This is an optimization exercise on Yosys and OpenROAD, whose aim is small area and a short achievable clock period, not a production implementation.
At most, simulation tests tie the RTL to the original design; equivalence was not proved.
The RTL of runs 4 and 5 was laid out without a check of its function.
Power figures rest on the tool's default switching activity, not on a simulated workload.

--- flow/config.mk ---
export PLATFORM = sky130hd
export DESIGN_NAME = pic16_core
export DESIGN_NICKNAME = pic16_core
export VERILOG_FILES = /design/flow/design.v
export SDC_FILE = /design/flow/constraint.sdc
export NUM_CORES = 4
export LEC_CHECK = 0
export CAP_MARGIN = 20
export CORE_MARGIN = 2
export CORE_UTILIZATION = 40
export SLEW_MARGIN = 20
--- flow/constraint.sdc ---
create_clock -name core_clock -period 10.0 [get_ports {clk}]
set_input_delay 2.0000 -clock core_clock [delete_from_list [all_inputs] [get_ports {clk}]]
set_output_delay 2.0000 -clock core_clock [all_outputs]
set_load 0.01 [all_outputs]
--- flow/design.v ---
`default_nettype none
module pic16_core (
   input  logic        clk,
   input  logic        arst_n,
   input  logic [13:0] op_code,
   input  logic [4:0]  port_a_data_in,
   input  logic [7:0]  port_b_data_in,
   output logic [12:0] pc_out,
   output logic        nop_out,
   output logic        z,
   output logic [4:0]  port_a_tris,
   output logic [4:0]  port_a_data_out,
   output logic [7:0]  port_b_tris,
   output logic [7:0]  port_b_data_out
);
   localparam int RAM_LO = 12;      
   localparam int RAM_N  = 68;      
   logic [1:0]  ph;                 
   logic        rst_q;              
   logic [13:0] ir;
   logic [7:0]  t_q;                
   logic        cn_q;               
   logic        dcn_q;              
   logic [7:0]  w_q;
   logic        c_q, dc_q, rp0_q;
   logic        hold_q;             
   logic [2:0]  sp_q;
   logic [12:0] stack_q [8];
   logic [7:0]  ram_q [RAM_N];
   wire q2 = (ph == 2'd1);
   wire q4 = (ph == 2'd3);
   wire ex = nop_out;                
   always_ff @(posedge clk or negedge arst_n) begin
      if (!arst_n) begin
         ph    <= 2'd0;
         rst_q <= 1'b1;
      end else begin
         ph    <= ph + 2'd1;
         rst_q <= 1'b0;
      end
   end
   always_ff @(posedge clk) begin
      ir <= op_code;
   end
   wire [1:0] cls = ir[13:12];
   wire [3:0] sub = ir[11:8];
   wire [6:0] fa  = ir[6:0];
   wire       d   = ir[7];
   wire is_byte = (cls == 2'b00);
   wire is_bit  = (cls == 2'b01);
   wire is_jmp  = (cls == 2'b10);
   wire is_lit  = (cls == 2'b11);
   wire to_file = (is_byte & d) | (is_bit & ~ir[11]);
   wire to_w    = (is_byte & ~d & (sub != 4'd0)) | (is_lit & (sub != 4'b1011));
   wire sub_op  = (is_byte & (sub == 4'b0010)) | (is_lit & (sub[3:1] == 3'b110));
   wire addsub  = (is_byte & ((sub == 4'b0010) | (sub == 4'b0111))) | (is_lit & (sub[3:2] == 2'b11));
   wire rot     = is_byte & (sub[3:1] == 3'b110);
   wire fz      = addsub
                | (is_byte & ((sub == 4'd1) | (sub == 4'd3) | (sub == 4'd4) | (sub == 4'd5) |
                              (sub == 4'd6) | (sub == 4'd8) | (sub == 4'd9) | (sub == 4'd10)))
                | (is_lit & ((sub == 4'd8) | (sub == 4'd9) | (sub == 4'd10)));
   wire skip_z  = (is_byte & ((sub == 4'b1011) | (sub == 4'b1111))) | (is_bit & (ir[11:10] == 2'b10));
   wire skip_nz = is_bit & (ir[11:10] == 2'b11);
   wire is_ret  = (ir == 14'h0008) | (is_lit & (sub[3:2] == 2'b01));
   wire is_call = is_jmp & ~ir[11];
   wire branch  = is_jmp | is_ret;
   wire sel_status = (fa == 7'h03);
   wire sel_a      = (fa == 7'h05);
   wire sel_b      = (fa == 7'h06);
   logic [7:0] rd;
   always_comb begin
      rd = '0;
      for (int i = 0; i < RAM_N; i++)
         rd = rd | (ram_q[i] & {8{fa == 7'(RAM_LO + i)}});
      if (sel_status) rd = {2'b00, rp0_q, 2'b00, z, dc_q, c_q};
      if (sel_a) rd = rp0_q ? {3'b000, port_a_tris}
                            : {3'b000, (port_a_data_in & port_a_tris) | (port_a_data_out & ~port_a_tris)};
      if (sel_b) rd = rp0_q ? port_b_tris
                            : (port_b_data_in & port_b_tris) | (port_b_data_out & ~port_b_tris);
      if (is_lit) rd = ir[7:0];
   end
   logic [3:0] lut_q;        
   logic       smask_q;      
   logic       ssum_q;       
   logic [1:0] perm_q;       
   logic       yw_q;         
   logic       yinv_q;       
   logic       ci_q;         
   logic       rl_q;         
   logic [3:0] lut_d;
   logic [1:0] perm_d;
   always_comb begin
      lut_d  = 4'b1100;                                      
      perm_d = 2'd0;
      case (cls)
         2'b00: case (sub)
            4'd0:  lut_d = 4'b1010;                          
            4'd1:  lut_d = 4'b0000;                          
            4'd4:  lut_d = 4'b1110;                          
            4'd5:  lut_d = 4'b1000;                          
            4'd6:  lut_d = 4'b0110;                          
            4'd9:  lut_d = 4'b0011;                          
            4'd12: perm_d = 2'd1;                            
            4'd13: perm_d = 2'd2;                            
            4'd14: perm_d = 2'd3;                            
            default: ;
         endcase
         2'b01: case (ir[11:10])
            2'b00:   lut_d = 4'b0100;                        
            2'b01:   lut_d = 4'b1110;                        
            default: lut_d = 4'b1000;                        
         endcase
         2'b11: case (sub)
            4'd8:    lut_d = 4'b1110;
            4'd9:    lut_d = 4'b1000;
            4'd10:   lut_d = 4'b0110;
            default: ;
         endcase
         default: ;
      endcase
   end
   wire dec_op = is_byte & ((sub == 4'b0011) | (sub == 4'b1011));
   wire inc_op = is_byte & ((sub == 4'b1010) | (sub == 4'b1111));
   always_ff @(posedge clk) begin
      lut_q   <= lut_d;
      perm_q  <= perm_d;
      smask_q <= is_bit;
      ssum_q  <= addsub | dec_op | inc_op;
      yw_q    <= ~(dec_op | inc_op);
      yinv_q  <= sub_op | dec_op;
      ci_q    <= sub_op | inc_op;
      rl_q    <= sub[0];
   end
   wire [7:0] mask = 8'd1 << ir[9:7];
   wire [7:0] y    = ({8{yw_q}} & w_q) ^ {8{yinv_q}};
   wire [8:0] sum  = {1'b0, t_q} + {1'b0, y} + {8'd0, ci_q};
   wire [7:0] s_op = smask_q ? mask : w_q;
   logic [7:0] tp;
   always_comb begin
      case (perm_q)
         2'd1:    tp = {c_q, t_q[7:1]};
         2'd2:    tp = {t_q[6:0], c_q};
         2'd3:    tp = {t_q[3:0], t_q[7:4]};
         default: tp = t_q;
      endcase
   end
   logic [7:0] alu;
   always_comb begin
      for (int i = 0; i < 8; i++) alu[i] = lut_q[{tp[i], s_op[i]}];
      if (ssum_q) alu = sum[7:0];
   end
   wire c_new  = ssum_q ? sum[8] : (rl_q ? t_q[7] : t_q[0]);
   wire dc_new = t_q[4] ^ y[4] ^ sum[4];
   always_ff @(posedge clk) begin
      t_q   <= q2 ? rd : alu;
      cn_q  <= c_new;
      dcn_q <= dc_new;
   end
   wire q3 = (ph == 2'd2);
   logic wf_q, ww_q, fc_q, fdc_q, fz_q;
   logic jmp_q, ret_q, call_q, inc_q, br_q, skz_q, sknz_q;
   always_ff @(posedge clk) begin
      wf_q   <= q3 & ex & to_file;
      ww_q   <= q3 & ex & to_w;
      fc_q   <= q3 & ex & (addsub | rot);
      fdc_q  <= q3 & ex & addsub;
      fz_q   <= q3 & ex & fz;
      jmp_q  <= q3 & ex & is_jmp;
      ret_q  <= q3 & ex & is_ret;
      call_q <= q3 & ex & is_call;
      inc_q  <= q3 & (ex ? ~branch : ~hold_q);
      br_q   <= q3 & ex & branch;
      skz_q  <= q3 & ex & skip_z;
      sknz_q <= q3 & ex & skip_nz;
   end
   wire       zr = (t_q == 8'd0);
   wire [7:0] wd = t_q & {8{~rst_q}};         
   for (genvar i = 0; i < RAM_N; i++) begin : g_ram
      always_ff @(posedge clk) begin
         if ((wf_q & (fa == 7'(RAM_LO + i))) | rst_q) ram_q[i] <= wd;
      end
   end
   always_ff @(posedge clk) begin
      if (ww_q | rst_q) w_q <= wd;
   end
   logic [4:0] ntris_a_q;
   logic [7:0] ntris_b_q;
   assign port_a_tris = ~ntris_a_q;
   assign port_b_tris = ~ntris_b_q;
   always_ff @(posedge clk or negedge arst_n) begin
      if (!arst_n) begin
         c_q             <= 1'b0;
         dc_q            <= 1'b0;
         z               <= 1'b0;
         rp0_q           <= 1'b0;
         port_a_data_out <= '0;
         port_b_data_out <= '0;
         ntris_a_q       <= '0;
         ntris_b_q       <= '0;
      end else begin
         if (wf_q & sel_status) begin
            c_q   <= t_q[0];
            dc_q  <= t_q[1];
            z     <= t_q[2];
            rp0_q <= t_q[5];
         end
         if (fc_q)  c_q  <= cn_q;                  
         if (fdc_q) dc_q <= dcn_q;
         if (fz_q)  z    <= zr;
         if (wf_q & sel_a & ~rp0_q) port_a_data_out <= t_q[4:0];
         if (wf_q & sel_a &  rp0_q) ntris_a_q       <= ~t_q[4:0];
         if (wf_q & sel_b & ~rp0_q) port_b_data_out <= t_q;
         if (wf_q & sel_b &  rp0_q) ntris_b_q       <= ~t_q;
      end
   end
   logic       sq_q;                           
   wire [12:0] pc_inc = pc_out + 13'd1;
   wire [2:0]  sp_m1  = sp_q - 3'd1;
   assign nop_out = ~sq_q;
   always_ff @(posedge clk or negedge arst_n) begin
      if (!arst_n) begin
         pc_out <= '0;
         sp_q   <= '0;
         sq_q   <= 1'b0;
         hold_q <= 1'b0;
      end else begin
         if (jmp_q)      pc_out <= {2'b00, ir[10:0]};
         else if (ret_q) pc_out <= stack_q[sp_m1];
         else if (inc_q) pc_out <= pc_inc;
         if (call_q)     sp_q <= sp_q + 3'd1;
         else if (ret_q) sp_q <= sp_m1;
         if (q4) begin
            sq_q   <= br_q | (skz_q & zr) | (sknz_q & ~zr);
            hold_q <= br_q;
         end
      end
   end
   for (genvar i = 0; i < 8; i++) begin : g_stack
      always_ff @(posedge clk) begin
         if (call_q & ~rst_q & (sp_q == 3'(i))) stack_q[i] <= pc_inc;
      end
   end
endmodule
`default_nettype wire
--- flow/flow/run.sh ---
#!/bin/bash
# Standard layout, with timing repair aiming 7 ns below the 10 ns clock period.
set -euo pipefail
bash standard.sh SETUP_SLACK_MARGIN=7 CORE_UTILIZATION=60 CTS_CLUSTER_SIZE=28 CTS_CLUSTER_DIAMETER=100 finish > standard_make.log 2>&1
--- flow/standard.sh ---
#!/bin/bash
# synth_recipe.tcl (not shown) runs the flow's synth.tcl, then flattens the netlist and writes it again
# the make line also repeats each setting of config.mk as NAME=value (left out here)
make -C /OpenROAD-flow-scripts/flow DESIGN_CONFIG=/design/flow/config.mk WORK_HOME=/design/flow/orfs CLKGATE_MAP_FILE= SYNTH_SCRIPT=/design/flow/synth_recipe.tcl "${@:-finish}"
==> results.yml, run 1 <==
die:
  fp.dieH_um: 231
  core_um2: 51200
  die_area_um2: 53400
  die_x_um: 231
  ios: 70
  rows: 83
  start_util_pct: 60.5
power_and_ir_drop:
  power_density_nw_per_um2: 215
  peakVddDrop_mv: 0.204
  seq_power_share_pct: 57.9
  share_comb_of_total_power_pct: 19.7
  switching_power_mw: 2.18
  clkPwrFrac_pct: 22.4
  leakagePower_nw: 12.2
  p_int_mw: 5.24
  switching_share_pct: 29.4
sta:
  tightest_slew_ps: 1090
  rsz0062_at_grt: "yes"
  fin_crit_ps: 3210
  drv_slew: 0
  fmax_mhz: 312
  setup_viol: 0
  fin_skew_ps: 45.2
  tns_ps: 0
  relSlewSlack_pct: 27.6
  timing.final.crit_share_pct: 32.1
  timing.final.hold_violations: 0
detailed_routing:
  finalWirelength_um: 101000
  drc: 0
  first_pass_iters: 8
  vias: 20900
  ant_nets: 0
  wl_per_cell_um: 35.0
  routed_via_density: 7.25
  first_iter_violations: 3333
synthesis:
  ys_ff_latch: 761
  synth_warnings: 3
  synthCells: 2125
  seq_area_frac_synth_pct: 71.2
  async_flop_share_pct: 6.70
  synth-main-ff-cell: "edfxtp_1"
  yosysUniqueCellTypes: 85
  synth_edf_count: 656
  syn-num-nets: 2179
  syn_area_per_cell_um2: 14.6
  synth_area_um2: 31000
global_route:
  grt_pass1_vias: 19100
  met1_usage_pct: 52.3
  met3_usage_pct: 7.49
  gr-total-overflow: 0
  use_met2_pct: 56.9
  antenna_found_initial: 1
  grt_max_degree: 79
  busiest_layer: "met2"
  grt_first_pass_wirelength_um: 141000
  grt.total_usage_pct: 37.5
outcome:
  status: "no timing/DRC/antenna violations"
setup_path:
  crit_type: "reg2out"
  cp.arrival_ps: 1210
  start_kind: "flip-flop"
  cp_max_fo: 2
  worstPathCellList: "inv_2 > buf_6"
  max_stage_delay_ps: 420
  cp_slowest_cell: "dfrtp_1"
  endpoint_kind: "output port"
  required_ps: 8000
clocking:
  htree_levels: 2
  cts.sinks: 761
  tritoncts: "built"
  clkTransAtPathRegs_ps: 110
  numCtsBuffers: 34
  clk_path_buf_depth: 3
  root_buffer: "clkbuf_16"
  cts_hold_buf: 0
  insertion_delay_ps: 630
final_layout:
  final_nets: 2252
  layout.area.seq_um2: 22100
  syn_to_final_growth_pct: 11.3
  final_common_cell: "edfxtp_1"
  num-fill-cells: 3581
  multiInputGateArea_um2: 8560
  utilization_pct: 67.3
  final_cell_mix: "656 x edfxtp_1, 137 x a22oi_1, 125 x nand2_1"
  drive_gt1_share_pct: 16.4
placed_design:
  finalWeightedCongestion: 0.973
  place_hpwl_um: 60700
  numPortBuffers: 69
hold_path:
  hp-class: "reg2reg"
job:
  maxCapViolCount: 0
## repair_timing
item,in CTS,in global routing
gates cloned,4,0
pin swaps,25,28
setup buffers,50,18
resized for setup,275,48
setup endpoints to repair,284,59
## Yosys cell counts, types with 6 or more instances
cell	number	share of area [%]
o21ai_0	78	1.3
nor2b_1	20	0.40
nor2_1	77	0.93
dfrtp_1	50	4.0
a31oi_1	26	0.53
mux2i_1	29	0.94
nand4_1	32	0.65
o311ai_0	6	0.17
nand2b_1	6	0.12
a221oi_1	34	0.96
nand2_1	127	1.5
o221ai_1	6	0.17
and2_1	18	0.36
mux4_2	8	0.58
o22ai_1	27	0.55
nor3_1	19	0.31
and3_1	12	0.24
a22o_1	21	0.59
edfxtp_1	656	64
mux2_2	21	0.76
o21bai_1	17	0.41
or4_1	8	0.19
clkbuf_1	97	1.2
xor2_1	15	0.42
buf_6	11	0.40
nor4_1	17	0.34
a222oi_1	27	0.87
buf_1	13	0.16
buf_2	34	0.55
xnor2_1	26	0.74
a211oi_1	17	0.41
inv_1	45	0.55
nand3_1	69	1.1
a21o_1	51	1.2
a22oi_1	137	3.3
dfxtp_1	54	3.5
a21oi_1	51	0.82
a32o_1	8	0.26
ha_1	23	0.93
a32oi_1	36	1.0
a31o_2	6	0.17
## stage by stage
stage          area, um2  hold slack, ps  instances  power [mW]  worst slack (ps)
5_1_grt            34500             473       2890        7.66              6760
2_1_floorplan      31000             383       2125        5.10              6530
3_3_place_gp       32400             414       2770        5.68              5860
3_5_place_dp       32400             420       2770        5.72              5760
6_report           34500             446       2891        7.42              6790
4_1_cts            34100             446       2872        7.38              6750
## flip-flops by register name, indices dropped and copies added, names as in the netlist, 8 cells and up, named ones only
register / cells
ir: 14
ntris_b_q: 8
pc_out: 13
port_b_data_out: 8
ram_q: 544
stack_q: 104
t_q: 8
w_q: 8
## routing by layer
| layer | part of all wire, % | vias to the layer above |
|---|---|---|
| met3 | 12 | 294 |
| met2 | 45 | 1669 |
| li1 | - | 8561 |
| met1 | 37 | 10400 |
| met4 | 6.1 | 2 |
| met5 | 0.013 | - |
## path summary, 6_finish.rpt
path                         startpoint  depth (start not counted)  slack, ps             end
setup / recovery           ntris_a_q[4]                          2       6790  port_a_tris[4]
hold / removal                flip-flop                          1        450        lut_q[0]
setup reg to reg                  ir[0]                          9       6850          t_q[3]
hold reg to reg               flip-flop                          1        450        lut_q[0]
max in group asynchronous        arst_n                          2       7990       pc_out[8]
min in group asynchronous        arst_n                          2       1510       pc_out[4]
## cell families (layout without fill, tap and decap cells)
family,after synthesis,after routing,share of synthesized area [%]
flip-flops,761,761,71.2
buffers and inverters,204,288,2.93
adder cells (fa/ha/maj),25,25,1.06
AND/OR/NAND/NOR,450,451,7.54
XOR/XNOR,41,41,1.16
AO/OA/AOI/OAI,585,585,13.8
multiplexers,58,58,2.28
other,1,2,0.0121
## cell type report
| class | instances | share of cell area (%) |
|---|---|---|
| Multi-Input combinational cell | 1161 | 24.8 |
| Antenna cell | 1 | 0.00726 |
| Inverter | 45 | 0.490 |
| Tap cell | 680 | 2.47 |
| Timing Repair Buffer | 195 | 5.12 |
| Sequential cell | 761 | 64.1 |
| Clock buffer | 43 | 2.69 |
| Clock inverter | 5 | 0.254 |
## worst max-delay path, delay by kind of cell, from the launching register on
| kind | cells | cell delay, ps |
|---|---|---|
| buffers and inverters | 2 | 180 |
| DFF | 1 | 420 |
## power groups by stage
stage	combinational (mW)	sequential [mW]	clock (mW)
2_1_floorplan	0.840	4.26	0
3_3_place_gp	1.32	4.36	0
3_5_place_dp	1.35	4.38	0
4_1_cts	1.44	4.28	1.66
5_1_grt	1.57	4.32	1.77
6_report	1.47	4.29	1.66
==> inputs of run 2 (changes only) <==
==> flow/flow/run.sh (replaced) <==
#!/bin/bash
# Standard layout, with timing repair aiming 6.75 ns below the 10 ns clock period.
set -euo pipefail
bash standard.sh SETUP_SLACK_MARGIN=6.75 CORE_UTILIZATION=60 CTS_CLUSTER_SIZE=28 CTS_CLUSTER_DIAMETER=100 finish > standard_make.log 2>&1
==> results.yml, run 2 <==
detailed_routing:
  first_pass_iters: 6
  drc: 0
  vias: 20500
  finalWirelength_um: 98700
  ant_nets: 0
  wl_per_cell_um: 34.3
  first_iter_violations: 3187
  routed_via_density: 7.12
outcome:
  status: "no timing/DRC/antenna violations"
sta:
  timing.final.hold_violations: 0
  rsz0062_at_grt: "yes"
  fin_skew_ps: 46.2
  timing.final.crit_share_pct: 33.0
  fmax_mhz: 303
  tns_ps: 0
  setup_viol: 0
  drv_slew: 0
  relSlewSlack_pct: 21.5
  tightest_slew_ps: 1180
  fin_crit_ps: 3300
  hold_ws_ps: 455
final_layout:
  regMostFlops: "ram_q"
  final_nets: 2229
  syn_to_final_growth_pct: 9.05
  largest_reg_flops: 544
  largestRegisters: "ram_q x544, stack_q x104, ir x14"
  final_cell_mix: "656 x edfxtp_1, 137 x a22oi_1, 127 x nand2_1"
  multiInputGateArea_um2: 8380
  final_common_cell: "edfxtp_1"
  diodes: 0
  drive_gt1_share_pct: 13.6
  layout.area.seq_um2: 22100
  num-fill-cells: 3730
hold_path:
  min_path_cells: 1
  hp-class: "reg2reg"
clocking:
  cts_hold_buf: 0
  htree_levels: 1
  clkTransAtPathRegs_ps: 110
  cts.sinks: 761
  numCtsBuffers: 31
  root_buffer: "clkbuf_16"
  tritoncts: "built"
  clk_path_buf_depth: 3
  insertion_delay_ps: 650
setup_path:
  max_stage_delay_ps: 800
  endpoint_kind: "flip-flop"
  crit_type: "reg2reg"
  crit_path_start: "ir[3]"
  cp_max_fo: 36
  cp.arrival_ps: 3840
  rr_worst_depth: 8
  worstPathCellList: "buf_6 > nor4bb_4 > buf_4 > a222oi_1 > o22ai_1 > or4_1 > nor4_4 > nor3_1"
  required_ps: 10540
  cp_slowest_cell: "a222oi_1"
  start_kind: "flip-flop"
  reg2reg_from: "ir[3]"
synthesis:
  yosysUniqueCellTypes: 85
  synth_top_area_share_pct: 63.6
  syn_area_per_cell_um2: 14.6
  synthTopCellsByArea: "edfxtp_1 64%, dfrtp_1 4.0%, dfxtp_1 3.5%"
  synth_most_common_cell: "edfxtp_1"
  async_flop_share_pct: 6.70
  synthTopCellsByCount: "656 x edfxtp_1, 137 x a22oi_1, 127 x nand2_1, 97 x clkbuf_1, 78 x o21ai_0"
  yosysTopAreaCell: "edfxtp_1"
  synth_warnings: 3
  synth_edf_count: 656
  seq_area_frac_synth_pct: 71.2
  synth_area_um2: 31000
  synthCells: 2125
  syn-num-nets: 2179
  ys_ff_latch: 761
  synth-main-ff-cell: "edfxtp_1"
placed_design:
  finalWeightedCongestion: 0.932
  numPortBuffers: 69
  place_hpwl_um: 60100
die:
  start_util_pct: 60.5
  ios: 70
  core_um2: 51200
  rows: 83
  die_x_um: 231
  fp.dieH_um: 231
  die_area_um2: 53400
global_route:
  grt.total_usage_pct: 36.7
  grt_pass1_vias: 19200
  grt_first_pass_wirelength_um: 139000
  grt_max_degree: 79
  antenna_found_initial: 2
  gr-total-overflow: 0
power_and_ir_drop:
  peakVddDrop_mv: 0.207
  power_density_nw_per_um2: 215
  leakagePower_nw: 11.9
job:
  maxCapViolCount: 0
run 2: cell type report:
type | count | share of cell area (%)
clock buffers | 55 | 2.63
clock inverters | 2 | 0.0630
inverters | 45 | 0.500
multi-input cells | 1160 | 24.8
flip-flops and latches | 761 | 65.4
well taps | 680 | 2.52
repair buffers | 176 | 4.06
run 2: through the flow:
step / util [%] / cells / setup WS (ps) / cell area [um2] / total power [mW]
floorplan: - / 2125 / 6530 / 31000 / 5.10
global placement: 63.3 / 2769 / 5830 / 32400 / 5.66
detailed placement: 63.3 / 2769 / 5740 / 32400 / 5.71
CTS: 65.4 / 2860 / 6620 / 33500 / 7.23
global route: 66.0 / 2879 / 6690 / 33800 / 7.51
finish: 66.0 / 2879 / 6700 / 33800 / 7.27
run 2: where the power goes:
part | internal, mW | total (mW) | switching (mW) | leakage [nW]
clock network | 0.612 | 1.56 | 0.952 | 0.433
logic | 0.469 | 1.43 | 0.958 | 3.76
registers | 4.06 | 4.28 | 0.220 | 7.69
run 2: kinds of logic (layout without fill, tap and decap cells):
kind of cell,count (synthesis),in the layout,share of synthesized area [%]
multiplexers,58,58,2.28
flip-flops,761,761,71.2
XOR/XNOR,41,41,1.16
AO/OA/AOI/OAI,585,585,13.8
adder cells (fa/ha/maj),25,25,1.06
AND/OR/NAND/NOR,450,450,7.54
buffers and inverters,204,278,2.93
other,1,1,0.0121
run 2: path summary, 6_finish.rpt:
| check | endpoint | slack, ps |
|---|---|---|
| setup / recovery | t_q[5] | 6700 |
| hold / removal | lut_q[0] | 460 |
| setup reg to reg | t_q[5] | 6700 |
| hold reg to reg | lut_q[0] | 460 |
| max in group asynchronous | pc_out[0] | 8010 |
| min in group asynchronous | pc_out[12] | 1470 |
run 2: per-layer routing:
| metal | vias to the layer above | wire (um) | GRT usage [%] |
|---|---|---|---|
| met3 | 232 | 11700 | 7.49 |
| met5 | - | 19 | 0 |
| met2 | 1431 | 45400 | 57.1 |
| li1 | 8508 | - | - |
| met4 | 4 | 5120 | 16.3 |
| met1 | 10300 | 36400 | 50.8 |
run 2: critical path: cells and delay by family, from the launching register on:
| kind | cells | cell delay [ps] |
|---|---|---|
| buffers and inverters | 2 | 540 |
| DFF | 1 | 470 |
| AOI/OAI and AO/OA | 2 | 1060 |
| and+or+nand+nor | 4 | 1070 |
run 2: repair_timing:
item,in CTS,in global routing
gates resized for setup,200,24
buffers inserted,34,17
pin swaps,12,11
gates cloned,0,2
setup endpoints to repair,73,25
==> inputs of run 3 (changes only) <==
==> flow/flow/run.sh (replaced) <==
#!/bin/bash
# Standard layout, with timing repair aiming 7 ns below the 10 ns clock period,
# buf_2 port buffers and sizing not limited to same-footprint cells.
set -euo pipefail
bash standard.sh SETUP_SLACK_MARGIN=7 CORE_UTILIZATION=60 CTS_CLUSTER_SIZE=28 CTS_CLUSTER_DIAMETER=100 \
  "BUFFER_PORTS_ARGS=-buffer_cell sky130_fd_sc_hd__buf_2" MATCH_CELL_FOOTPRINT=0 finish > standard_make.log 2>&1
==> results.yml, run 3 <==
global_route:
  grt_pass1_vias: 19400
  grt.total_usage_pct: 37.7
  grt_max_degree: 79
  gr-total-overflow: 0
  grt_first_pass_wirelength_um: 142000
  antenna_found_initial: 3
setup_path:
  crit_type: "reg2out"
  endpoint_kind: "output port"
  reg2reg_slack_ps: 6940
  crit_path_start: "ntris_a_q[4]"
  start_kind: "flip-flop"
  cp.arrival_ps: 1190
  required_ps: 8000
  rr_worst_depth: 9
  reg2reg_from: "ir[1]"
  cp_max_fo: 2
final_layout:
  postLayoutCellArea_um2: 34100
  num-fill-cells: 3628
  diodes: 0
  largest_reg_flops: 544
  final_nets: 2251
  final_common_cell: "edfxtp_1"
  final_cell_mix: "656 x edfxtp_1, 137 x a22oi_1, 127 x nand2_1"
  drive_gt1_share_pct: 16.3
  syn_to_final_growth_pct: 10.1
  largestRegisters: "ram_q x544, stack_q x104, ir x14"
  regMostFlops: "ram_q"
synthesis:
  yosysUniqueCellTypes: 85
  synth-main-ff-cell: "edfxtp_1"
  synthCells: 2125
  synthTopCellsByArea: "edfxtp_1 64%, dfrtp_1 4.0%, dfxtp_1 3.5%"
  async_flop_share_pct: 6.70
  synthTopCellsByCount: "656 x edfxtp_1, 137 x a22oi_1, 127 x nand2_1, 97 x clkbuf_1, 78 x o21ai_0"
  yosysTopAreaCell: "edfxtp_1"
  synth_edf_count: 656
  syn-num-nets: 2179
  synth_area_um2: 31000
  syn_area_per_cell_um2: 14.6
  ys_ff_latch: 761
  synth_most_common_cell: "edfxtp_1"
  synth_warnings: 3
  synth_top_area_share_pct: 63.6
  seq_area_frac_synth_pct: 71.2
placed_design:
  place_hpwl_um: 61700
  finalWeightedCongestion: 0.974
  placed_cell_area_um2: 32100
  numPortBuffers: 69
die:
  core_um2: 51200
  die_x_um: 231
  die_area_um2: 53400
  start_util_pct: 60.5
  rows: 83
  ios: 70
  fp.dieH_um: 231
detailed_routing:
  wl_per_cell_um: 35.0
  first_pass_iters: 6
  drc: 0
  vias: 20700
  finalWirelength_um: 101000
  first_iter_violations: 3852
  routed_via_density: 7.17
  ant_nets: 0
clocking:
  clkTransAtPathRegs_ps: 110
  cts_hold_buf: 0
  root_buffer: "clkbuf_16"
  cts.sinks: 761
  numCtsBuffers: 34
  clk_path_buf_depth: 3
  tritoncts: "built"
  htree_levels: 2
  insertion_delay_ps: 610
sta:
  fin_skew_ps: 34.2
  timing.final.hold_violations: 0
  relSlewSlack_pct: 22.9
  tns_ps: 0
  rsz0062_at_grt: "yes"
  setup_viol: 0
  tightest_slew_ps: 1150
  drv_slew: 0
  fin_crit_ps: 3190
  timing.final.crit_share_pct: 31.9
  fmax_mhz: 313
power_and_ir_drop:
  peakVddDrop_mv: 0.220
  power_density_nw_per_um2: 218
  leakagePower_nw: 12.1
outcome:
  status: "no timing/DRC/antenna violations"
hold_path:
  min_path_cells: 1
  hp-class: "reg2reg"
job:
  maxCapViolCount: 0
-- run 3: area by class of cell --
class                      instances  area (um2)  area share (%)
tap                              680         851            2.50
sequential                       761       22100            64.8
timing repair buffer             195        1550            4.56
clock buffer                      43         927            2.72
multi-input combinational       1160        8430            24.7
inverter                          45         169           0.496
clock inverter                     5        62.6           0.184
-- run 3: path summary, 6_finish.rpt --
path,end
max,port_a_tris[4]
min,lut_q[0]
max reg2reg,t_q[7]
min reg2reg,lut_q[0]
max in group asynchronous,pc_out[10]
min in group asynchronous,pc_out[5]
-- run 3: kinds of logic after synthesis --
logic type | share of synthesized area, %
and+or+nand+nor | 7.54
AOI/OAI and AO/OA | 13.8
muxes | 2.28
DFF | 71.2
adders and majority gates | 1.06
xor gates and xnor gates | 1.16
other | 0.0121
buffers and inverters | 2.93
-- run 3: what timing repair did --
| action | 4_1_cts | 5_1_grt |
|---|---|---|
| buffers inserted | 53 | 13 |
| pin swaps | 7 | 9 |
| cloned | 1 | 1 |
| gates resized for setup | 65 | 39 |
| setup endpoints to repair | 302 | 50 |
-- run 3: critical path, stage by stage, from the launching register on --
cell and delay [ps]:
dfrtp_1 400, inv_1 70, buf_2 130
-- run 3: per-stage QoR --
step | utilization (%) | power [mW] | std cells | worst slack (ps) | hold slack (ps)
finish | 66.6 | 7.43 | 2889 | 6810 | 435
global route | 66.6 | 7.65 | 2889 | 6770 | 452
CTS | 66.0 | 7.38 | 2875 | 6800 | 437
detailed placement | 62.7 | 5.71 | 2773 | 6060 | 415
global placement | 62.7 | 5.67 | 2771 | 6150 | 417
floorplan | - | 5.10 | 2125 | 6530 | 383
-- run 3: power breakdown --
group | internal (mW) | switching [mW]
Sequential | 4.06 | 0.246
Combinational | 0.495 | 0.970
Clock | 0.677 | 0.979
Total | 5.23 | 2.20
-- run 3: per-layer routing --
layer	track usage, %	wire length (um)	vias up
met2	57.9	45800	1491
met3	7.59	11600	291
met5	0	11	-
met4	18.7	6140	2
li1	-	-	8552
met1	51.9	37600	10400
==> inputs of run 4 (changes only) <==
--- a/flow/design.v
+++ b/flow/design.v
@@ -46,3 +46,2 @@
    wire [3:0] sub = ir[11:8];
-   wire [6:0] fa  = ir[6:0];
    wire       d   = ir[7];
@@ -66,5 +65,16 @@
    wire branch  = is_jmp | is_ret;
-   wire sel_status = (fa == 7'h03);
-   wire sel_a      = (fa == 7'h05);
-   wire sel_b      = (fa == 7'h06);
+   logic [3:0] fa10_q, fa32_q;
+   logic [4:0] fa64_q;
+   always_ff @(posedge clk) begin
+      fa10_q <= 4'b0001 << op_code[1:0];
+      fa32_q <= 4'b0001 << op_code[3:2];
+      fa64_q <= 5'(8'b0000_0001 << op_code[6:4]);
+   end
+   logic [RAM_N-1:0] row_hit;
+   for (genvar i = 0; i < RAM_N; i++) begin : g_hit
+      assign row_hit[i] = fa64_q[(RAM_LO + i) >> 4] & fa32_q[((RAM_LO + i) >> 2) & 3] & fa10_q[(RAM_LO + i) & 3];
+   end
+   wire sel_status = fa64_q[0] & fa32_q[0] & fa10_q[3];      
+   wire sel_a      = fa64_q[0] & fa32_q[1] & fa10_q[1];      
+   wire sel_b      = fa64_q[0] & fa32_q[1] & fa10_q[2];      
    logic [7:0] rd;
@@ -73,3 +83,3 @@
       for (int i = 0; i < RAM_N; i++)
-         rd = rd | (ram_q[i] & {8{fa == 7'(RAM_LO + i)}});
+         rd = rd | (ram_q[i] & {8{row_hit[i]}});
       if (sel_status) rd = {2'b00, rp0_q, 2'b00, z, dc_q, c_q};
@@ -179,3 +189,3 @@
       always_ff @(posedge clk) begin
-         if ((wf_q & (fa == 7'(RAM_LO + i))) | rst_q) ram_q[i] <= wd;
+         if ((wf_q & row_hit[i]) | rst_q) ram_q[i] <= wd;
       end
==> flow/flow/run.sh (replaced) <==
#!/bin/bash
# Standard layout, with timing repair aiming 7 ns below the 10 ns clock period.
set -euo pipefail
bash standard.sh SETUP_SLACK_MARGIN=7 CORE_UTILIZATION=60 CTS_CLUSTER_SIZE=28 CTS_CLUSTER_DIAMETER=100 finish > standard_make.log 2>&1
==> results.yml, run 4 <==
outcome:
  status: "no timing/DRC/antenna violations"
sta:
  tightest_slew_ps: 1090
  rsz0062_at_grt: "yes"
  fmax_mhz: 305
  drv_slew: 0
  tns_ps: 0
  setup_viol: 0
  timing.final.crit_share_pct: 32.8
  fin_crit_ps: 3280
  fin_skew_ps: 37.3
  timing.final.hold_violations: 0
  hold_ws_ps: 461
  relSlewSlack_pct: 27.0
synthesis:
  synth_edf_count: 656
  syn-num-nets: 2196
  synthTopCellsByCount: "656 x edfxtp_1, 137 x nand2_1, 125 x a22oi_1, 106 x clkbuf_1, 81 x and3_1"
  synthCells: 2143
  async_flop_share_pct: 6.59
  synth_warnings: 3
  synth-main-ff-cell: "edfxtp_1"
  synth_most_common_cell: "edfxtp_1"
  yosysTopAreaCell: "edfxtp_1"
  synth_area_um2: 31400
  synthTopCellsByArea: "edfxtp_1 63%, dfxtp_1 4.3%, dfrtp_1 4.0%"
  seq_area_frac_synth_pct: 71.1
  ys_ff_latch: 774
  synth_top_area_share_pct: 62.8
  syn_area_per_cell_um2: 14.6
  yosysUniqueCellTypes: 75
placed_design:
  finalWeightedCongestion: 0.973
  placed_cell_area_um2: 32600
  numPortBuffers: 69
  place_hpwl_um: 65700
clocking:
  numCtsBuffers: 31
  clk_path_buf_depth: 3
  clkTransAtPathRegs_ps: 120
  cts.sinks: 774
  cts_hold_buf: 0
  tritoncts: "built"
  htree_levels: 1
  insertion_delay_ps: 660
  root_buffer: "clkbuf_16"
setup_path:
  cp_max_fo: 4
  max_stage_delay_ps: 440
  crit_path_start: "ntris_a_q[4]"
  timing.rr.end: "t_q[3]"
  crit_type: "reg2out"
  path_delay_family: "flip-flops"
  path_buf_inv: 2
  start_kind: "flip-flop"
  reg2reg_from: "fa64_q[1]"
  endpoint_kind: "output port"
  rr_worst_depth: 6
  cp.arrival_ps: 1280
  worstPathCellList: "inv_2 > buf_6"
  reg2reg_slack_ps: 6880
  required_ps: 8000
  cp_slowest_cell: "dfrtp_1"
final_layout:
  final_nets: 2220
  postLayoutCellArea_um2: 34000
  utilization_pct: 65.9
  largestRegisters: "ram_q x544, stack_q x104, ir x14"
  regMostFlops: "ram_q"
  final_cell_mix: "656 x edfxtp_1, 137 x nand2_1, 124 x a22oi_1"
  largest_reg_flops: 544
  syn_to_final_growth_pct: 8.26
  drive_gt1_share_pct: 12.9
  final_common_cell: "edfxtp_1"
die:
  fp.dieH_um: 233
  die_x_um: 233
  rows: 83
  start_util_pct: 60.9
  ios: 70
  core_um2: 51500
  die_area_um2: 54100
power_and_ir_drop:
  leakagePower_nw: 12.2
  switching_power_mw: 2.08
  power_density_nw_per_um2: 213
  p_int_mw: 5.15
  peakVddDrop_mv: 0.174
  switching_share_pct: 28.8
  p_total_mw: 7.23
  clkPwrFrac_pct: 21.8
  seq_power_share_pct: 58.9
  share_comb_of_total_power_pct: 19.2
hold_path:
  min_path_cells: 1
  hp-class: "reg2reg"
  min_to: "perm_q[1]"
detailed_routing:
  ant_nets: 0
  first_pass_iters: 8
  finalWirelength_um: 102000
  vias: 20800
  wl_per_cell_um: 35.6
  routed_via_density: 7.26
  drc: 0
  first_iter_violations: 3324
global_route:
  gr-total-overflow: 0
  grt.total_usage_pct: 38.0
  grt_first_pass_wirelength_um: 145000
  antenna_found_initial: 2
  grt_max_degree: 70
  grt_pass1_vias: 19700
job:
  maxCapViolCount: 0
-- run 4: changes by cell type in the layout (fill, tap and decap cells not counted), sizes merged, moves of 30 or more --
cell	change
a22o	+30
a32oi	-30
and3	+71
buf	-66
nand3	-42
nand4	+34
-- run 4: through the flow --
step,std cells,setup WS [ps]
CTS,2860,6710
floorplan,2143,6980
global route,2872,6710
global placement,2762,6290
finish,2873,6720
detailed placement,2762,6250
-- run 4: layout make-up --
cell class,count,area [um2]
Clock buffer,55,866
Antenna cell,1,2.50
Sequential cell,774,22400
Timing Repair Buffer,154,1260
Multi-Input combinational cell,1165,8440
Inverter,41,154
Tap cell,680,851
Fill cell,3713,17500
Clock inverter,3,35.0
-- run 4: worst max path at each step --
stage                           endpoint  slack, ps  cells after the start
after floorplan                   t_q[7]       6980                      6
after global placement            t_q[6]       6290                      7
after detailed placement          t_q[6]       6250                      7
after CTS                 port_a_tris[2]       6710                      2
after global routing      port_b_tris[3]       6710                      2
final                     port_a_tris[4]       6720                      2
-- run 4: per-layer routing --
metal  GRT usage (%)  share of wire [%]  up-vias
li1                -                  -     8551
met1            51.5                 36    10400
met2            58.6                 45     1565
met3            6.94                 12      288
met4            20.9                6.7        2
met5               0              0.018        -
-- run 4: logic make-up after synthesis --
group                      after synthesis  share of synthesized area (%)
AOI/OAI and AO/OA                      551                           13.5
xor gates and xnor gates                37                           1.03
adders and majority gates               24                           1.00
buffers and inverters                  204                           2.70
DFF                                    774                           71.1
muxes                                   58                           2.38
other                                    1                         0.0120
and+or+nand+nor                        494                           8.25
-- run 4: repair_timing --
item / 4_1_cts / 5_1_grt
cloned: 0 / 0
resized for setup: 214 / 29
endpoints found under the setup margin: 47 / 52
setup buffers: 40 / 12
pin swaps: 2 / 7
-- run 4: power groups by stage --
stage / clock network [mW] / logic (mW) / registers [mW]
2_1_floorplan: 0 / 0.810 / 4.24
3_3_place_gp: 0 / 1.25 / 4.33
3_5_place_dp: 0 / 1.28 / 4.34
4_1_cts: 1.57 / 1.35 / 4.25
5_1_grt: 1.67 / 1.49 / 4.29
6_report: 1.58 / 1.39 / 4.26
==> inputs of run 5 (changes only) <==
--- a/flow/design.v
+++ b/flow/design.v
@@ -169,18 +169,18 @@
    wire q3 = (ph == 2'd2);
-   logic wf_q, ww_q, fc_q, fdc_q, fz_q;
-   logic jmp_q, ret_q, call_q, inc_q, br_q, skz_q, sknz_q;
-   always_ff @(posedge clk) begin
-      wf_q   <= q3 & ex & to_file;
-      ww_q   <= q3 & ex & to_w;
-      fc_q   <= q3 & ex & (addsub | rot);
-      fdc_q  <= q3 & ex & addsub;
-      fz_q   <= q3 & ex & fz;
-      jmp_q  <= q3 & ex & is_jmp;
-      ret_q  <= q3 & ex & is_ret;
-      call_q <= q3 & ex & is_call;
-      inc_q  <= q3 & (ex ? ~branch : ~hold_q);
-      br_q   <= q3 & ex & branch;
-      skz_q  <= q3 & ex & skip_z;
-      sknz_q <= q3 & ex & skip_nz;
-   end
+   wire x4 = q4 & ex;
+   logic wf_q;
+   always_ff @(posedge clk) begin
+      wf_q <= q3 & ex & to_file;
+   end
+   wire ww_q   = x4 & to_w;
+   wire fc_q   = x4 & (addsub | rot);
+   wire fdc_q  = x4 & addsub;
+   wire fz_q   = x4 & fz;
+   wire jmp_q  = x4 & is_jmp;
+   wire ret_q  = x4 & is_ret;
+   wire call_q = x4 & is_call;
+   wire inc_q  = q4 & (ex ? ~branch : ~hold_q);
+   wire br_q   = x4 & branch;
+   wire skz_q  = x4 & skip_z;
+   wire sknz_q = x4 & skip_nz;
    wire       zr = (t_q == 8'd0);
==> flow/flow/run.sh (replaced) <==
#!/bin/bash
# Standard layout, with timing repair aiming 7 ns below the 10 ns clock period,
# buf_2 port buffers and sizing not limited to same-footprint cells.
set -euo pipefail
bash standard.sh SETUP_SLACK_MARGIN=7 CORE_UTILIZATION=60 CTS_CLUSTER_SIZE=28 CTS_CLUSTER_DIAMETER=100 \
  "BUFFER_PORTS_ARGS=-buffer_cell sky130_fd_sc_hd__buf_2" MATCH_CELL_FOOTPRINT=0 finish > standard_make.log 2>&1
==> results.yml, run 5 <==
sta:
  relSlewSlack_pct: 29.2
  finalWorstSetupSlack_ps: 6720
  drv_slew: 0
  fmax_mhz: 305
  timing.final.hold_violations: 0
  rsz0062_at_grt: "yes"
  setup_viol: 0
  tns_ps: 0
  timing.final.crit_share_pct: 32.8
  tightest_slew_ps: 1050
  fin_crit_ps: 3280
  fin_skew_ps: 31.0
setup_path:
  start_kind: "flip-flop"
  worstPathCellList: "inv_1 > buf_2"
  cp_slowest_cell: "dfrtp_1"
  path_buf_inv: 2
  cp_max_fo: 4
  cp.arrival_ps: 1280
  endpoint_kind: "output port"
  max_stage_delay_ps: 440
  path_delay_family: "flip-flops"
  crit_type: "reg2out"
  required_ps: 8000
global_route:
  grt_max_degree: 74
  grt.total_usage_pct: 38.7
  busiest_layer: "met2"
  met1_usage_pct: 50.9
  antenna_found_initial: 3
  use_met2_pct: 59.6
  grt_pass1_vias: 19200
  met3_usage_pct: 8.57
  gr-total-overflow: 0
  grt_first_pass_wirelength_um: 144000
placed_design:
  numPortBuffers: 69
  place_hpwl_um: 66200
  finalWeightedCongestion: 0.978
  pre_cts_slack_ps: 6430
job:
  maxCapViolCount: 0
die:
  die_area_um2: 53300
  die_x_um: 231
  core_um2: 51100
  fp.dieH_um: 231
  ios: 70
  start_util_pct: 60.4
  rows: 83
clocking:
  clkTransAtPathRegs_ps: 120
  tritoncts: "built"
  insertion_delay_ps: 660
  numCtsBuffers: 31
  htree_levels: 1
  clk_path_buf_depth: 3
  root_buffer: "clkbuf_16"
  cts_hold_buf: 0
  cts.sinks: 763
synthesis:
  synth_edf_count: 656
  async_flop_share_pct: 6.68
  yosysTopAreaCell: "edfxtp_1"
  synth_warnings: 3
  synth_top_area_share_pct: 63.8
  synth_most_common_cell: "edfxtp_1"
  ys_ff_latch: 763
  synth-main-ff-cell: "edfxtp_1"
  synthTopCellsByArea: "edfxtp_1 64%, dfrtp_1 4.1%, dfxtp_1 3.6%"
  synth_area_um2: 30900
  syn_area_per_cell_um2: 14.9
  seq_area_frac_synth_pct: 71.6
  synthTopCellsByCount: "656 x edfxtp_1, 130 x a22oi_1, 112 x clkbuf_1, 95 x nand2_1, 84 x and3_1"
  synthCells: 2075
  yosysUniqueCellTypes: 78
  syn-num-nets: 2128
detailed_routing:
  drc: 0
  first_pass_iters: 9
  wl_per_cell_um: 36.8
  routed_via_density: 7.36
  first_iter_violations: 3229
  vias: 20600
  finalWirelength_um: 103000
  ant_nets: 0
hold_path:
  hp-class: "reg2reg"
final_layout:
  largest_reg_flops: 544
  syn_to_final_growth_pct: 7.38
  layout.area.seq_um2: 22100
  largestRegisters: "ram_q x544, stack_q x104, ir x14"
  regMostFlops: "ram_q"
  drive_gt1_share_pct: 14.0
  utilization_pct: 64.9
  final_cell_mix: "656 x edfxtp_1, 128 x a22oi_1, 95 x nand2_1"
  num-fill-cells: 3705
  final_common_cell: "edfxtp_1"
  final_nets: 2148
  multiInputGateArea_um2: 8020
outcome:
  status: "no timing/DRC/antenna violations"
power_and_ir_drop:
  leakagePower_nw: 12.1
  power_density_nw_per_um2: 216
  peakVddDrop_mv: 0.147
[run 5: power breakdown]
part	switching, mW	internal, mW	leakage [nW]	total, mW
Sequential	0.223	4.04	7.72	4.26
Clock	0.974	0.602	0.428	1.58
Combinational	0.891	0.444	3.93	1.33
Total	2.09	5.09	12.1	7.17
[run 5: layer usage]
metal,share of wire [%],wire [um]
met2,45,46900
met3,12,12300
met5,0.030,31
met4,7.4,7600
met1,35,36300
[run 5: metrics by stage]
stage / cell area (um2) / power (mW) / cells / hold WS, ps
finish: 33100 / 7.17 / 2803 / 449
global route: 33100 / 7.37 / 2800 / 465
CTS: 32900 / 7.11 / 2783 / 460
detailed placement: 31600 / 5.57 / 2684 / 425
global placement: 31600 / 5.54 / 2684 / 416
floorplan: 30900 / 5.01 / 2075 / 329
[run 5: final cells by class]
| type | count | area share (%) |
|---|---|---|
| sequential | 763 | 66.7 |
| multi-input combinational | 1103 | 24.2 |
| timing repair buffer | 157 | 3.31 |
| clock buffer | 56 | 2.62 |
| tap | 680 | 2.57 |
| inverter | 39 | 0.442 |
| clock inverter | 2 | 0.117 |
| antenna | 3 | 0.0227 |
[run 5: cell families (layout without fill, tap and decap cells)]
family / count (synthesis) / count (layout) / share of synthesized area [%]
flops: 763 / 763 / 71.6
buf+inv: 209 / 254 / 2.88
compound gates: 571 / 571 / 14.0
other cells: 1 / 4 / 0.0121
xor+xnor: 29 / 29 / 0.847
fa+ha+maj: 24 / 24 / 1.02
simple gates: 418 / 418 / 7.19
mux: 60 / 60 / 2.43
[run 5: path summary, 6_finish.rpt]
| path | end | depth (start not counted) | slack (ps) | start |
|---|---|---|---|---|
| max | port_a_tris[2] | 2 | 6720 | ntris_a_q[2] |
| min | perm_q[0] | 1 | 450 | flip-flop |
| max reg2reg | t_q[0] | 8 | 6930 | fa32_q[3] |
| min reg2reg | perm_q[0] | 1 | 450 | flip-flop |
| max in group asynchronous | pc_out[0] | 2 | 8020 | arst_n |
| min in group asynchronous | pc_out[12] | 2 | 1460 | arst_n |
[run 5: what timing repair did]
item / CTS / global route
hold endpoints to repair: 0 / 0
resized for setup: 26 / 28
setup endpoints to repair: 145 / 157
pin swaps: 0 / 2
setup buffers: 41 / 17
==> inputs of run 6 (changes only) <==
--- a/flow/design.v
+++ b/flow/design.v
@@ -46,2 +46,3 @@
    wire [3:0] sub = ir[11:8];
+   wire [6:0] fa  = ir[6:0];
    wire       d   = ir[7];
@@ -65,16 +66,5 @@
    wire branch  = is_jmp | is_ret;
-   logic [3:0] fa10_q, fa32_q;
-   logic [4:0] fa64_q;
-   always_ff @(posedge clk) begin
-      fa10_q <= 4'b0001 << op_code[1:0];
-      fa32_q <= 4'b0001 << op_code[3:2];
-      fa64_q <= 5'(8'b0000_0001 << op_code[6:4]);
-   end
-   logic [RAM_N-1:0] row_hit;
-   for (genvar i = 0; i < RAM_N; i++) begin : g_hit
-      assign row_hit[i] = fa64_q[(RAM_LO + i) >> 4] & fa32_q[((RAM_LO + i) >> 2) & 3] & fa10_q[(RAM_LO + i) & 3];
-   end
-   wire sel_status = fa64_q[0] & fa32_q[0] & fa10_q[3];      
-   wire sel_a      = fa64_q[0] & fa32_q[1] & fa10_q[1];      
-   wire sel_b      = fa64_q[0] & fa32_q[1] & fa10_q[2];      
+   wire sel_status = (fa == 7'h03);
+   wire sel_a      = (fa == 7'h05);
+   wire sel_b      = (fa == 7'h06);
    logic [7:0] rd;
@@ -83,3 +73,3 @@
       for (int i = 0; i < RAM_N; i++)
-         rd = rd | (ram_q[i] & {8{row_hit[i]}});
+         rd = rd | (ram_q[i] & {8{fa == 7'(RAM_LO + i)}});
       if (sel_status) rd = {2'b00, rp0_q, 2'b00, z, dc_q, c_q};
@@ -189,3 +179,3 @@
       always_ff @(posedge clk) begin
-         if ((wf_q & row_hit[i]) | rst_q) ram_q[i] <= wd;
+         if ((wf_q & (fa == 7'(RAM_LO + i))) | rst_q) ram_q[i] <= wd;
       end
==> flow/flow/run.sh (replaced) <==
#!/bin/bash
# Standard layout, with timing repair aiming 7 ns below the 10 ns clock period.
set -euo pipefail
bash standard.sh SETUP_SLACK_MARGIN=7 CORE_UTILIZATION=60 CTS_CLUSTER_SIZE=28 CTS_CLUSTER_DIAMETER=100 finish > standard_make.log 2>&1
==> results.yml, run 6 <==
synthesis:
  yosysUniqueCellTypes: 92
  synth_area_um2: 30600
  synthAdderAreaFrac_pct: 1.07
  synthTopCellsByCount: "656 x edfxtp_1, 141 x a22oi_1, 93 x nand2_1, 65 x clkbuf_1, 62 x buf_2"
  async_flop_share_pct: 6.80
  yosysTopAreaCell: "edfxtp_1"
  synth_top_area_share_pct: 64.4
  synth_mux_area_share_pct: 3.05
  synth_most_common_cell: "edfxtp_1"
  seq_area_frac_synth_pct: 71.4
  synth-main-ff-cell: "edfxtp_1"
  synth-xor-area-share_pct: 0.884
  synth-simple-area-share_pct: 6.81
  synth_edf_count: 656
  synthCells: 2018
  synth_top_family_by_area: "compound AO/OA/AOI/OAI gates"
  syn_area_per_cell_um2: 15.2
  ys_ff_latch: 750
  synth_compound_area_share_pct: 13.9
  synthTopCellsByArea: "edfxtp_1 64%, dfrtp_1 4.1%, a22oi_1 3.5%"
  syn-num-nets: 2072
  synth_warnings: 3
hold_path:
  hp-class: "reg2reg"
  min_path_cells: 1
placed_design:
  finalWeightedCongestion: 0.968
  place_hpwl_um: 58100
  placed_cell_area_um2: 31900
  numPortBuffers: 69
  pre_cts_slack_ps: 6060
global_route:
  grt_first_pass_wirelength_um: 136000
  grt_max_degree: 80
  busiest_layer: "met2"
  met1_usage_pct: 49.5
  antenna_found_initial: 1
  use_met2_pct: 55.2
  grt_pass1_vias: 18800
  gr-total-overflow: 0
  met3_usage_pct: 6.57
  grt.total_usage_pct: 35.8
sta:
  tightest_slew_ps: 1010
  timing.final.hold_violations: 0
  timing.final.crit_share_pct: 32.9
  hold_ws_ps: 439
  rsz0062_at_grt: "yes"
  setup_viol: 0
  drv_slew: 0
  finalWorstSetupSlack_ps: 6710
  tns_ps: 0
  relSlewSlack_pct: 32.6
  fin_crit_ps: 3290
  fmax_mhz: 304
  fin_skew_ps: 21.3
die:
  ios: 70
  core_um2: 50300
  fp.dieH_um: 230
  die_x_um: 230
  die_area_um2: 52800
  start_util_pct: 60.8
  rows: 82
detailed_routing:
  drc: 0
  finalWirelength_um: 94700
  first_pass_iters: 8
  ant_nets: 0
  wl_per_cell_um: 34.2
  routed_via_density: 7.13
  vias: 19700
  first_iter_violations: 3153
final_layout:
  drive_gt1_share_pct: 15.9
  regMostFlops: "ram_q"
  largestRegisters: "ram_q x544, stack_q x104, ir x14"
  syn_to_final_growth_pct: 9.42
  largest_reg_flops: 544
  postLayoutCellArea_um2: 33500
  final_cell_mix: "656 x edfxtp_1, 140 x a22oi_1, 92 x nand2_1"
  final_nets: 2124
  diodes: 0
  final_common_cell: "edfxtp_1"
power_and_ir_drop:
  power_density_nw_per_um2: 216
  leakagePower_nw: 11.7
  p_total_mw: 7.23
  peakVddDrop_mv: 0.203
job:
  maxCapViolCount: 0
setup_path:
  worstPathCellList: "inv_1 > buf_2"
  reg2reg_from: "ir[5]"
  cp_max_fo: 4
  max_stage_delay_ps: 440
  start_kind: "flip-flop"
  cp_slowest_cell: "dfrtp_1"
  crit_type: "reg2out"
  crit_path_start: "ntris_b_q[0]"
  rr_worst_depth: 4
  required_ps: 8000
  cp.arrival_ps: 1290
  endpoint_kind: "output port"
clocking:
  htree_levels: 1
  cts_hold_buf: 0
  clkTransAtPathRegs_ps: 100
  insertion_delay_ps: 680
  cts.sinks: 750
  clk_path_buf_depth: 3
  numCtsBuffers: 31
  tritoncts: "built"
  root_buffer: "clkbuf_16"
outcome:
  status: "no timing/DRC/antenna violations"
## run 6: cell count changes in the layout (fill, tap and decap cells not counted), moves of 23 or more
cell             delta
nand4_1            -39
a22o_1             -33
clkdlybuf4s50_1    +23
a32oi_1            +25
a221oi_1           -47
nand3_1            +29
and3_1             -66
buf_2              -29
## run 6: what timing repair did
action | in CTS | in global routing
gates cloned | 1 | 0
setup buffers | 36 | 11
gates resized for setup | 212 | 67
endpoints found under the setup margin | 367 | 225
pin swaps | 12 | 21
## run 6: area by class of cell
type                    instances  area [um2]
flip-flops and latches        750       21900
multi-input cells            1081        8280
repair buffers                162        1380
well taps                     672         841
fillers                      3580       16800
clock buffers                  52         875
clock inverters                 6        58.8
inverters                      44         165
## run 6: per-layer routing
layer  wire length (um)  vias to the layer above  share of wire, %
li1                   -                     8204                 -
met1              35200                     9926                37
met2              43500                     1337                46
met3              10200                      251                11
met4               5720                        2               6.0
met5                 13                        -             0.014
## run 6: cells by family (layout without fill, tap and decap cells)
| kind of cell | Yosys count | in the layout |
|---|---|---|
| simple gates | 375 | 376 |
| buf+inv | 188 | 264 |
| mux | 77 | 77 |
| other cells | 1 | 1 |
| fa+ha+maj | 25 | 25 |
| xor+xnor | 30 | 30 |
| flops | 750 | 750 |
| compound gates | 572 | 572 |
## run 6: worst max-delay path, delay by kind of cell (launching register included)
kind,cells,cell delay [ps]
flip-flops,1,440
buffers and inverters,2,190
## run 6: final timing paths
check                                      end  slack (ps)
worst max register to register    ram_q[42][4]        7030
worst min-delay path                  lut_q[0]         440
max in group asynchronous                    z        8010
worst min register to register        lut_q[0]         440
worst max-delay path            port_b_tris[0]        6710
min in group asynchronous           pc_out[12]        1440
## run 6: per-stage QoR
stage,std cells,utilization [%]
3_5_place_dp,2661,63.5
5_1_grt,2767,66.5
4_1_cts,2756,65.9
6_report,2767,66.5
2_1_floorplan,2018,-
3_3_place_gp,2661,63.5
## run 6: power by group
group          leakage, nW  switching (mW)  internal, mW  total (mW)
clock                0.453           0.957         0.615        1.57
sequential            7.61           0.228          4.02        4.25
combinational         3.64           0.883         0.528        1.41
total                 11.7            2.07          5.16        7.23
==> inputs of run 7 (changes only) <==
==> flow/flow/run.sh (replaced) <==
#!/bin/bash
# Standard layout, with timing repair aiming 7.3 ns below the 10 ns clock period,
# buf_2 port buffers and sizing not limited to same-footprint cells.
set -euo pipefail
bash standard.sh SETUP_SLACK_MARGIN=7.3 CORE_UTILIZATION=60 CTS_CLUSTER_SIZE=28 CTS_CLUSTER_DIAMETER=100 \
  "BUFFER_PORTS_ARGS=-buffer_cell sky130_fd_sc_hd__buf_2" MATCH_CELL_FOOTPRINT=0 finish > standard_make.log 2>&1
==> results.yml, run 7 <==
sta:
  timing.final.crit_share_pct: 32.7
  drv_slew: 0
  fin_crit_ps: 3270
  timing.final.hold_violations: 0
  hold_ws_ps: 450
  finalWorstSetupSlack_ps: 6730
  relSlewSlack_pct: 16.7
  tns_ps: 0
  fmax_mhz: 305
  tightest_slew_ps: 1250
  rsz0062_at_grt: "yes"
  fin_skew_ps: 34.7
  setup_viol: 0
job:
  maxCapViolCount: 0
detailed_routing:
  wl_per_cell_um: 35.5
  routed_via_density: 7.24
  first_iter_violations: 3746
  vias: 20500
  first_pass_iters: 8
  ant_nets: 0
  finalWirelength_um: 101000
  drc: 0
power_and_ir_drop:
  leakagePower_nw: 12.2
  peakVddDrop_mv: 0.166
  power_density_nw_per_um2: 214
setup_path:
  crit_type: "reg2out"
  max_stage_delay_ps: 410
  timing.rr.end: "t_q[2]"
  required_ps: 8000
  reg2reg_from: "ir[2]"
  worstPathCellList: "inv_1 > buf_2"
  rr_worst_depth: 8
  reg2reg_slack_ps: 7010
  cp_max_fo: 2
  cp.arrival_ps: 1270
  start_kind: "flip-flop"
  cp_slowest_cell: "dfrtp_1"
  endpoint_kind: "output port"
synthesis:
  synth_edf_count: 656
  synthCells: 2018
  ys_ff_latch: 750
  yosysUniqueCellTypes: 92
  synthTopCellsByArea: "edfxtp_1 64%, dfrtp_1 4.1%, a22oi_1 3.5%"
  synth_top_area_share_pct: 64.4
  seq_area_frac_synth_pct: 71.4
  synth_area_um2: 30600
  syn-num-nets: 2072
  synth_warnings: 3
  yosysTopAreaCell: "edfxtp_1"
  syn_area_per_cell_um2: 15.2
  synth_most_common_cell: "edfxtp_1"
  synthTopCellsByCount: "656 x edfxtp_1, 141 x a22oi_1, 93 x nand2_1, 65 x clkbuf_1, 62 x buf_2"
  synth-main-ff-cell: "edfxtp_1"
  async_flop_share_pct: 6.80
placed_design:
  place_hpwl_um: 58600
  pre_cts_slack_ps: 6220
  finalWeightedCongestion: 0.970
  numPortBuffers: 69
clocking:
  insertion_delay_ps: 660
  root_buffer: "clkbuf_16"
  cts.sinks: 750
  numCtsBuffers: 30
  htree_levels: 1
  clkTransAtPathRegs_ps: 120
  cts_hold_buf: 0
  tritoncts: "built"
  clk_path_buf_depth: 3
global_route:
  gr-total-overflow: 0
  grt_max_degree: 80
  grt.total_usage_pct: 37.2
  grt_first_pass_wirelength_um: 140000
  grt_pass1_vias: 19200
  antenna_found_initial: 2
die:
  core_um2: 50300
  die_area_um2: 52800
  fp.dieH_um: 230
  start_util_pct: 60.8
  rows: 82
  die_x_um: 230
  ios: 70
hold_path:
  min_path_cells: 1
  min_to: "perm_q[1]"
  hp-class: "reg2reg"
final_layout:
  drive_gt1_share_pct: 22.6
  largest_reg_flops: 544
  largestRegisters: "ram_q x544, stack_q x104, ir x14"
  num-fill-cells: 3492
  diodes: 0
  final_common_cell: "edfxtp_1"
  syn_to_final_growth_pct: 12.5
  final_nets: 2195
  regMostFlops: "ram_q"
  final_cell_mix: "656 x edfxtp_1, 136 x a22oi_1, 132 x buf_4"
outcome:
  status: "no timing/DRC/antenna violations"
[run 7: cell families after synthesis]
logic type / after synthesis / share of synthesized area (%)
AOI/OAI and AO/OA: 572 / 13.9
DFF: 750 / 71.4
adders and majority gates: 25 / 1.07
muxes: 77 / 3.05
other: 1 / 0.0123
xor gates and xnor gates: 30 / 0.884
buffers and inverters: 188 / 2.81
and+or+nand+nor: 375 / 6.81
[run 7: worst max-delay path by stage]
stage                      start              to  slack (ps)  depth (start not counted)
6_report            ntris_b_q[7]  port_b_tris[7]        6730                          2
5_1_grt             ntris_b_q[1]  port_b_tris[1]        6710                          2
4_1_cts             ntris_b_q[3]  port_b_tris[3]        6730                          2
3_5_place_dp   port_a_data_in[3]          t_q[3]        6220                          5
3_3_place_gp   port_a_data_in[3]          t_q[3]        6180                          5
2_1_floorplan  port_b_data_in[5]          t_q[5]        6720                          7
[run 7: worst max-delay path, delay by kind of cell, from the launching register on]
kind,cells,cell delay (ps)
buf+inv,2,200
flops,1,410
[run 7: cell type report]
| type | instances | area (um2) | share of cell area (%) |
|---|---|---|---|
| Timing Repair Buffer | 234 | 2020 | 5.87 |
| Multi-Input combinational cell | 1081 | 8620 | 25.1 |
| Clock buffer | 55 | 876 | 2.55 |
| Tap cell | 672 | 841 | 2.44 |
| Inverter | 44 | 165 | 0.480 |
| Sequential cell | 750 | 21900 | 63.6 |
| Clock inverter | 1 | 3.75 | 0.0109 |
[run 7: where the power goes]
group	internal [mW]	switching, mW	leakage [nW]
sequential	4.02	0.239	7.62
clock	0.598	0.934	0.418
combinational	0.623	0.947	4.14
[run 7: metal layers]
metal	vias to the layer above	wire [um]	GRT usage, %
li1	8339	-	-
met1	10300	35700	50.4
met5	-	41	0.551
met3	310	12800	7.84
met2	1627	46500	58.2
met4	4	5750	17.3
[run 7: stage by stage]
| stage | area [um2] | total power [mW] | utilization, % | cells |
|---|---|---|---|---|
| global placement | 31600 | 5.56 | 62.9 | 2661 |
| floorplan | 30700 | 5.03 | - | 2018 |
| global route | 34400 | 7.57 | 68.5 | 2837 |
| CTS | 33800 | 7.26 | 67.2 | 2799 |
| finish | 34400 | 7.36 | 68.5 | 2837 |
| detailed placement | 31700 | 5.60 | 63.0 | 2661 |
[run 7: repair_timing]
item                                    in CTS  in global routing
hold endpoints to repair                     0                  0
gates cloned                                 8                  4
pin swaps                                   19                 23
gates resized for setup                    134                 77
setup buffers                               74                 34
endpoints found under the setup margin     602                227
==> inputs of run 8 (changes only) <==
==> flow/flow/run.sh (replaced) <==
#!/bin/bash
# Standard layout, with timing repair aiming 7 ns below the 10 ns clock period,
# buf_2 port buffers and sizing not limited to same-footprint cells.
set -euo pipefail
bash standard.sh SETUP_SLACK_MARGIN=7 CORE_UTILIZATION=50 CTS_CLUSTER_SIZE=28 CTS_CLUSTER_DIAMETER=100 \
  "BUFFER_PORTS_ARGS=-buffer_cell sky130_fd_sc_hd__buf_2" MATCH_CELL_FOOTPRINT=0 finish > standard_make.log 2>&1
==> results.yml, run 8 <==
outcome:
  status: "no timing/DRC/antenna violations"
sta:
  tns_ps: 0
  fmax_mhz: 312
  timing.final.crit_share_pct: 32.1
  tightest_slew_ps: 1080
  drv_slew: 0
  hold_ws_ps: 440
  rsz0062_at_grt: "yes"
  setup_viol: 0
  relSlewSlack_pct: 27.5
  timing.final.hold_violations: 0
  fin_skew_ps: 30.3
  fin_crit_ps: 3210
synthesis:
  yosysTopAreaCell: "edfxtp_1"
  synthTopCellsByCount: "656 x edfxtp_1, 141 x a22oi_1, 93 x nand2_1, 65 x clkbuf_1, 62 x buf_2"
  synth_most_common_cell: "edfxtp_1"
  seq_area_frac_synth_pct: 71.4
  yosysUniqueCellTypes: 92
  syn-num-nets: 2072
  synthTopCellsByArea: "edfxtp_1 64%, dfrtp_1 4.1%, a22oi_1 3.5%"
  synth_warnings: 3
  synth_top_area_share_pct: 64.4
  async_flop_share_pct: 6.80
  synthCells: 2018
  synth-main-ff-cell: "edfxtp_1"
  ys_ff_latch: 750
  synth_edf_count: 656
  synth_area_um2: 30600
  syn_area_per_cell_um2: 15.2
global_route:
  grt.total_usage_pct: 30.4
  gr-total-overflow: 0
  busiest_layer: "met2"
  use_met2_pct: 47.6
  grt_max_degree: 70
  met3_usage_pct: 6.53
  antenna_found_initial: 0
  grt_first_pass_wirelength_um: 137000
  grt_pass1_vias: 18800
  met1_usage_pct: 41.6
final_layout:
  num-fill-cells: 4877
  final_nets: 2129
  final_common_cell: "edfxtp_1"
  diodes: 0
  largestRegisters: "ram_q x544, stack_q x104, ir x14"
  syn_to_final_growth_pct: 9.59
  drive_gt1_share_pct: 16.9
  largest_reg_flops: 544
  regMostFlops: "ram_q"
  fin_cells: 2878
  final_cell_mix: "656 x edfxtp_1, 140 x a22oi_1, 92 x nand2_1"
die:
  die_area_um2: 63100
  start_util_pct: 50.7
  die_x_um: 251
  rows: 90
  ios: 70
  fp.dieH_um: 251
  core_um2: 60400
detailed_routing:
  first_pass_iters: 6
  routed_via_density: 6.86
  drc: 0
  finalWirelength_um: 97400
  vias: 19700
  first_iter_violations: 2735
  ant_nets: 0
  wl_per_cell_um: 33.8
setup_path:
  endpoint_kind: "output port"
  crit_type: "reg2out"
  path_buf_inv: 2
  reg2reg_slack_ps: 6990
  max_stage_delay_ps: 430
  cp.arrival_ps: 1210
  required_ps: 8000
  start_kind: "flip-flop"
  worstPathCellList: "inv_1 > buf_2"
  cp_max_fo: 3
  path_delay_family: "flip-flops"
  cp_slowest_cell: "dfrtp_1"
placed_design:
  numPortBuffers: 69
  place_hpwl_um: 59300
  placed_cells: 2771
  finalWeightedCongestion: 0.939
power_and_ir_drop:
  seq_power_share_pct: 57.4
  switching_power_mw: 2.13
  switching_share_pct: 28.8
  peakVddDrop_mv: 0.137
  share_comb_of_total_power_pct: 19.1
  clkPwrFrac_pct: 23.4
  power_density_nw_per_um2: 221
  p_int_mw: 5.26
  leakagePower_nw: 11.7
job:
  maxCapViolCount: 0
clocking:
  root_buffer: "clkbuf_16"
  htree_levels: 2
  cts.sinks: 750
  numCtsBuffers: 35
  clk_path_buf_depth: 3
  cts_hold_buf: 0
  insertion_delay_ps: 610
  tritoncts: "built"
  clkTransAtPathRegs_ps: 110
hold_path:
  hp-class: "reg2reg"
## run 8: cell count changes in the layout (fill, tap and decap cells not counted), sizes merged
cell / before / now
clkbuf: 66 / 50
clkinv: 1 / 5
buf: 223 / 163
inv: 44 / 47
## run 8: final cells by class
class	count	area [um2]	share of cell area, %
repair buffers	163	1180	3.53
clock inverters	8	110	0.329
multi-input cells	1081	8220	24.5
inverters	44	165	0.493
well taps	782	978	2.92
clock buffers	50	995	2.97
flip-flops and latches	750	21900	65.2
## run 8: kinds of logic after synthesis
kind of cell | after synthesis | synth area share (%)
other | 1 | 0.0123
buffers and inverters | 188 | 2.81
flip-flops | 750 | 71.4
AND/OR/NAND/NOR | 375 | 6.81
adder cells (fa/ha/maj) | 25 | 1.07
XOR/XNOR | 30 | 0.884
multiplexers | 77 | 3.05
AO/OA/AOI/OAI | 572 | 13.9
## run 8: layer usage
metal  up-vias  routed length (um)
li1       8212                   -
met1     10100               37500
met2      1217               45300
met3       200               10200
met4         0                4300
met5         -                   0
## run 8: what timing repair did
action,4_1_cts,5_1_grt
gates cloned,0,1
setup endpoints to repair,247,130
resized for setup,42,37
pin swaps,3,4
buffers inserted,36,11
## run 8: path summary, 6_finish.rpt
kind | from | endpoint | depth (start not counted)
max | ntris_b_q[7] | port_b_tris[7] | 2
min | flip-flop | perm_q[1] | 1
max reg2reg | ir[5] | t_q[7] | 7
min reg2reg | flip-flop | perm_q[1] | 1
max in group asynchronous | arst_n | pc_out[2] | 2
min in group asynchronous | arst_n | sp_q[2] | 2
## run 8: stage by stage
step / cell area [um2] / setup slack, ps / power, mW / utilization (%)
floorplan: 30600 / 6720 / 5.04 / -
global placement: 31700 / 6200 / 5.56 / 52.5
detailed placement: 31700 / 6210 / 5.60 / 52.6
CTS: 33300 / 6760 / 7.35 / 55.1
global route: 33500 / 6740 / 7.62 / 55.5
finish: 33500 / 6790 / 7.39 / 55.5
## run 8: worst register-to-register path: cells and delay by family (launching register included)
family	cells	cell delay (ps)
and+or+nand+nor	6	1990
AOI/OAI and AO/OA	1	270
DFF	1	630
## run 8: power groups by stage
stage / Sequential [mW] / Clock, mW / Combinational [mW]
floorplan: 4.22 / 0 / 0.818
global placement: 4.31 / 0 / 1.26
detailed placement: 4.32 / 0 / 1.28
CTS: 4.23 / 1.74 / 1.38
global route: 4.28 / 1.84 / 1.51
finish: 4.24 / 1.73 / 1.41

Check on run 8: ideal ports give 6.791 ns setup slack; a clkbuf_16 on the clock port and buf_2 on the inputs give 6.724 ns; moving port delays by the midpoint clock arrival (0.654 ns) as well gives 6.445 ns.
